Source: an optimization exercise on an open RTL-to-GDS flow (aim: a short achievable clock period and few clock cycles per item). Production flows keep margins and buffers that such runs may drop. Function was checked by simulation only, so behaviour that the tests miss may differ from the original. No activity file was given, so power comes from the tool's default toggle rates.

## pipelineCpu
module pipelineCpu (
	input  logic           CLK,
	input  logic           RST,
	output cpuPkg::wordT   imemAddr,
	input  cpuPkg::wordT   imemData,
	output cpuPkg::wordT   dmemAddr,
	output cpuPkg::wordT   dmemWData,
	output logic           dmemRead,
	output logic           dmemWrite,
	input  cpuPkg::wordT   dmemRData,
	output logic           wbValid,
	output cpuPkg::regIdxT wbReg,
	output cpuPkg::wordT   wbData
);
	logic [15:0] pc;
	logic [2:0]  liReg;
	logic [7:0]  liImm;
	logic [1:0]  bpCtr [16];
	logic        fdValid;
	logic [15:0] fdInstr;
	logic [15:0] fdPcInc;
	logic [7:0]  fdJrTarget;
	logic        fdPredT;
	logic [3:0]  fdBpIdx;
	logic [15:0] fdRxVal;
	logic [15:0] fdRyVal;
	logic        fdRxZero;
	logic        fdPUseRx;
	logic        fdPUseRy;
	logic        fdPRegWrite;
	logic [2:0]  fdPDest;
	logic        fdPIsLi;
	logic        fdPCondNz;
	logic        fdPBnez;
	logic [15:0] fdNegImm;
	logic        fdRxHitE;
	logic        fdRxHitM;
	logic        fdRxHitW;
	logic        fdPIsAddiu;
	logic        fdRyHitE;
	logic        deRegWrite;
	logic        deIsLoad;
	logic        deIsStore;
	logic        deIsCond;
	logic        deBpUpd;
	logic        deIsJr;
	logic        deOpAdd;
	logic        deOpSub;
  ...
Size in the first run: ~27000 um^2 of cells after synthesis.
==> flow/config.mk <==
export PLATFORM = sky130hd
export DESIGN_NAME = pipelineCpu
export DESIGN_NICKNAME = pipelineCpu
export VERILOG_FILES = /design/flow/design.v
export SDC_FILE = /design/flow/constraint.sdc
export NUM_CORES = 4
export LEC_CHECK = 0
export CAP_MARGIN = 20
export CORE_MARGIN = 2
export CORE_UTILIZATION = 50
export SETUP_SLACK_MARGIN = 3.8
export SLEW_MARGIN = 20
==> flow/constraint.sdc <==
create_clock -name core_clock -period 6.2 [get_ports {CLK}]
set_input_delay 1.2400 -clock core_clock [delete_from_list [all_inputs] [get_ports {CLK}]]
set_output_delay 1.2400 -clock core_clock [all_outputs]
set_load 0.01 [all_outputs]
standard.sh (not shown) runs the stock make flow with config.mk's settings and CLKGATE_MAP_FILE= SYNTH_SCRIPT=/design/flow/synth_recipe.tcl, a recipe that flattens the netlist after the stock synthesis.
==> flow/flow/run.sh <==
#!/bin/bash
# Standard layout, except that the combinational logic of the standard synthesis is
# mapped again by ABC with a delay-driven script before floorplanning. The standard
# synthesis's registers (cells and instance names) are kept as they are.
set -euo pipefail
W=$(pwd)
F=$W/flow
R=$W/orfs/results/$FLOW_PLATFORM/pipelineCpu/base
LIB=$FLOW_HOME/platforms/$FLOW_PLATFORM/lib/sky130_fd_sc_hd__tt_025C_1v80.lib
YOSYS=$(command -v yosys || true)
if [[ -z "$YOSYS" ]]; then YOSYS=$FLOW_HOME/../tools/install/yosys/bin/yosys; fi

# 1. the standard synthesis
bash standard.sh synth > $W/log_1_synth.txt 2>&1
cp $R/1_2_yosys.v $W/standard_synth.v

# 2. map the combinational logic again; registers stay as instances
SEQ=$(tr '\n' ' ' < $F/seqcells.txt)
DU=$(cat $F/dontuse.txt $F/resyn_avoid.txt | sed "s/^/-dont_use /" | tr "\n" " ")
printf 'set_driving_cell sky130_fd_sc_hd__buf_1\nset_load 5\n' > $W/resyn.constr
cat > $W/resyn.ys <<EOY
read_liberty -ignore_miss_func $LIB
setattr -mod -set keep_hierarchy 1 $SEQ
read_verilog $W/standard_synth.v
hierarchy -top $FLOW_TOP
flatten
opt_clean -purge
abc -script $F/resyn.abc -liberty $LIB $DU -constr $W/resyn.constr
opt_clean -purge
hilomap -singleton -hicell sky130_fd_sc_hd__conb_1 HI -locell sky130_fd_sc_hd__conb_1 LO
insbuf -buf sky130_fd_sc_hd__buf_4 A X
rename -hide w:*.*
opt_clean -purge
select $FLOW_TOP
write_verilog -noattr -nohex -nodec -selected $W/resyn.v
EOY
if ! $YOSYS -l $W/log_2_resynth.txt -q $W/resyn.ys > /dev/null 2>&1; then
  # a simpler script if the first one fails on this netlist
  sed "s#$F/resyn.abc#$F/resyn_safe.abc#" $W/resyn.ys > $W/resyn_safe.ys
  $YOSYS -l $W/log_2_resynth_safe.txt -q $W/resyn_safe.ys > /dev/null 2>&1
fi

# the registers must be the standard synthesis's, instance for instance
regs() { grep -E '^ *sky130_fd_sc_hd__[a-z0-9_]+ ' "$1" | awk '{print $1, $2}' | grep -F -w -f $F/seqcells.txt | sort; }
if ! diff <(regs $W/standard_synth.v) <(regs $W/resyn.v) > $W/log_regdiff.txt; then
  echo "registers differ after remapping" >&2
  exit 1
fi
cp $W/resyn.v $R/1_2_yosys.v
touch $R/1_2_yosys.v

# 3. the rest of the standard layout
bash standard.sh > $W/log_3_layout.txt 2>&1
test -f $W/out/final.def
Other scripts of this flow, unchanged in this note and not shown: flow/flow/dontuse.txt, flow/flow/resyn.abc, flow/flow/resyn_avoid.txt, flow/flow/resyn_safe.abc, flow/flow/seqcells.txt
The starting point went through all stages and came out clean.
Testbench counts at the start, summed over its fixed seeds: cycles 10,451, instrs 10,210.
Next try:
--- a/flow/config.mk
+++ b/flow/config.mk
@@ -8,5 +8,5 @@
 export CAP_MARGIN = 20
 export CORE_MARGIN = 2
-export CORE_UTILIZATION = 50
-export SETUP_SLACK_MARGIN = 3.8
+export CORE_UTILIZATION = 60
+export SETUP_SLACK_MARGIN = 4.2
 export SLEW_MARGIN = 20
This time the run ended with an error in global routing (5_1_grt) with GRT-0232.
Synthesized cell count is unchanged.
Synthesized area is unchanged.
Next try:
--- a/flow/config.mk
+++ b/flow/config.mk
@@ -8,5 +8,5 @@
 export CAP_MARGIN = 20
 export CORE_MARGIN = 2
-export CORE_UTILIZATION = 60
-export SETUP_SLACK_MARGIN = 4.2
+export CORE_UTILIZATION = 55
+export SETUP_SLACK_MARGIN = 3.8
 export SLEW_MARGIN = 20
Outcome:
- The changed run finished clean
- area after synthesis does not change
- synthesized cell count stays the same
Next try:
--- a/flow/config.mk
+++ b/flow/config.mk
@@ -8,5 +8,5 @@
 export CAP_MARGIN = 20
 export CORE_MARGIN = 2
-export CORE_UTILIZATION = 55
+export CORE_UTILIZATION = 45
 export SETUP_SLACK_MARGIN = 3.8
 export SLEW_MARGIN = 20
The new run passed the timing, DRC and antenna checks.
Die area came out higher by 22%.
Wire length goes up by 1.6%.
Final area increases by 2.9%.
Global-route usage goes down by 7.1 points.
Maximum frequency grows by 2.5%.
Combinational power increases by about 2%.
Sequential cell count does not change.
Total power went up by 2.2%.

========
== the baseline ==
Starting RTL as in the previous note.
Settings: LEC_CHECK=0, CAP_MARGIN=20, CORE_MARGIN=2, CORE_UTILIZATION=40, SETUP_SLACK_MARGIN=3.8, SLEW_MARGIN=20; clock period 6.2 ns.
Scripts as last shown in full above: flow/flow/run.sh
Other scripts of this flow, unchanged in this note and not shown: flow/flow/dontuse.txt, flow/flow/resyn.abc, flow/flow/resyn_avoid.txt, flow/flow/resyn_safe.abc, flow/flow/seqcells.txt
Testbench counts of the baseline, summed over its fixed seeds: cycles 10,451, instrs 10,210.
Input-level comparison between the candidate and the baseline:
- SETUP_SLACK_MARGIN: 3.8 -> 4.2
No stage failed in the candidate, and the final checks on the layout all came back clean.
As far as mean instance size in the synthesized netlist goes, the baseline and the candidate are indistinguishable; the numbers are identical.
The candidate against the baseline: timing-limited maximum frequency increased by 1.4% relative to the old numbers, mean routed wirelength per cell went up by 1.6 um.
The candidate leaves more setup margin than the baseline.
The candidate against the baseline: final area rose 15%; arrival time of the worst setup path went down by 1.78 ns; total power moved up.
Diff the baseline..the candidate | worst hold margin | negligible
Worst setup slack after placement for the candidate is lower than for the baseline.

[port drivers added, routing unchanged]
In the flow no input, the clock included, has a driving cell. The finished layouts below were timed again as built, in two steps. Step 1: set_driving_cell puts a clkbuf_16 on CLK and a buf_2 on each other input, an assumption about the parent block. Step 2 adds t to the input delays and takes it off the output delays; t is the mean of the earliest and latest rising clock arrival at the registers after step 1. Input paths then give back, and output paths get back, about the clock's delay inside the block. Three values: ideal, step 1, step 2; two values: the first two.
| run | t (ns) | slack for setup (ns) | clock arrival spread, ns | worst data-port slew with drivers (ns) | pins driven straight from the clock port |
|---|---|---|---|---|---|
| the first run of note 1 | 0.696 | 3.600 / 3.539 / 3.025 | 0.015 / 0.015 | 0.07 | 1 |
| the third run of note 1 | 0.690 | 3.513 / 3.551 / 2.862 | 0.030 / 0.029 | 0.05 | 1 |
| the fourth run of note 1 | 0.709 | 3.578 / 3.560 / 2.961 | 0.034 / 0.034 | 0.06 | 1 |
| the baseline | 0.702 | 3.573 / 3.551 / 2.944 | 0.034 / 0.034 | 0.07 | 1 |
| the candidate | 0.701 | 3.610 / 3.544 / 2.965 | 0.039 / 0.040 | 0.08 | 1 |
After both steps every run listed still meets setup and hold. The setup slack of the third run of note 1, which loses most, moves by +0.038 ns with the drivers and by -0.651 ns with both steps.
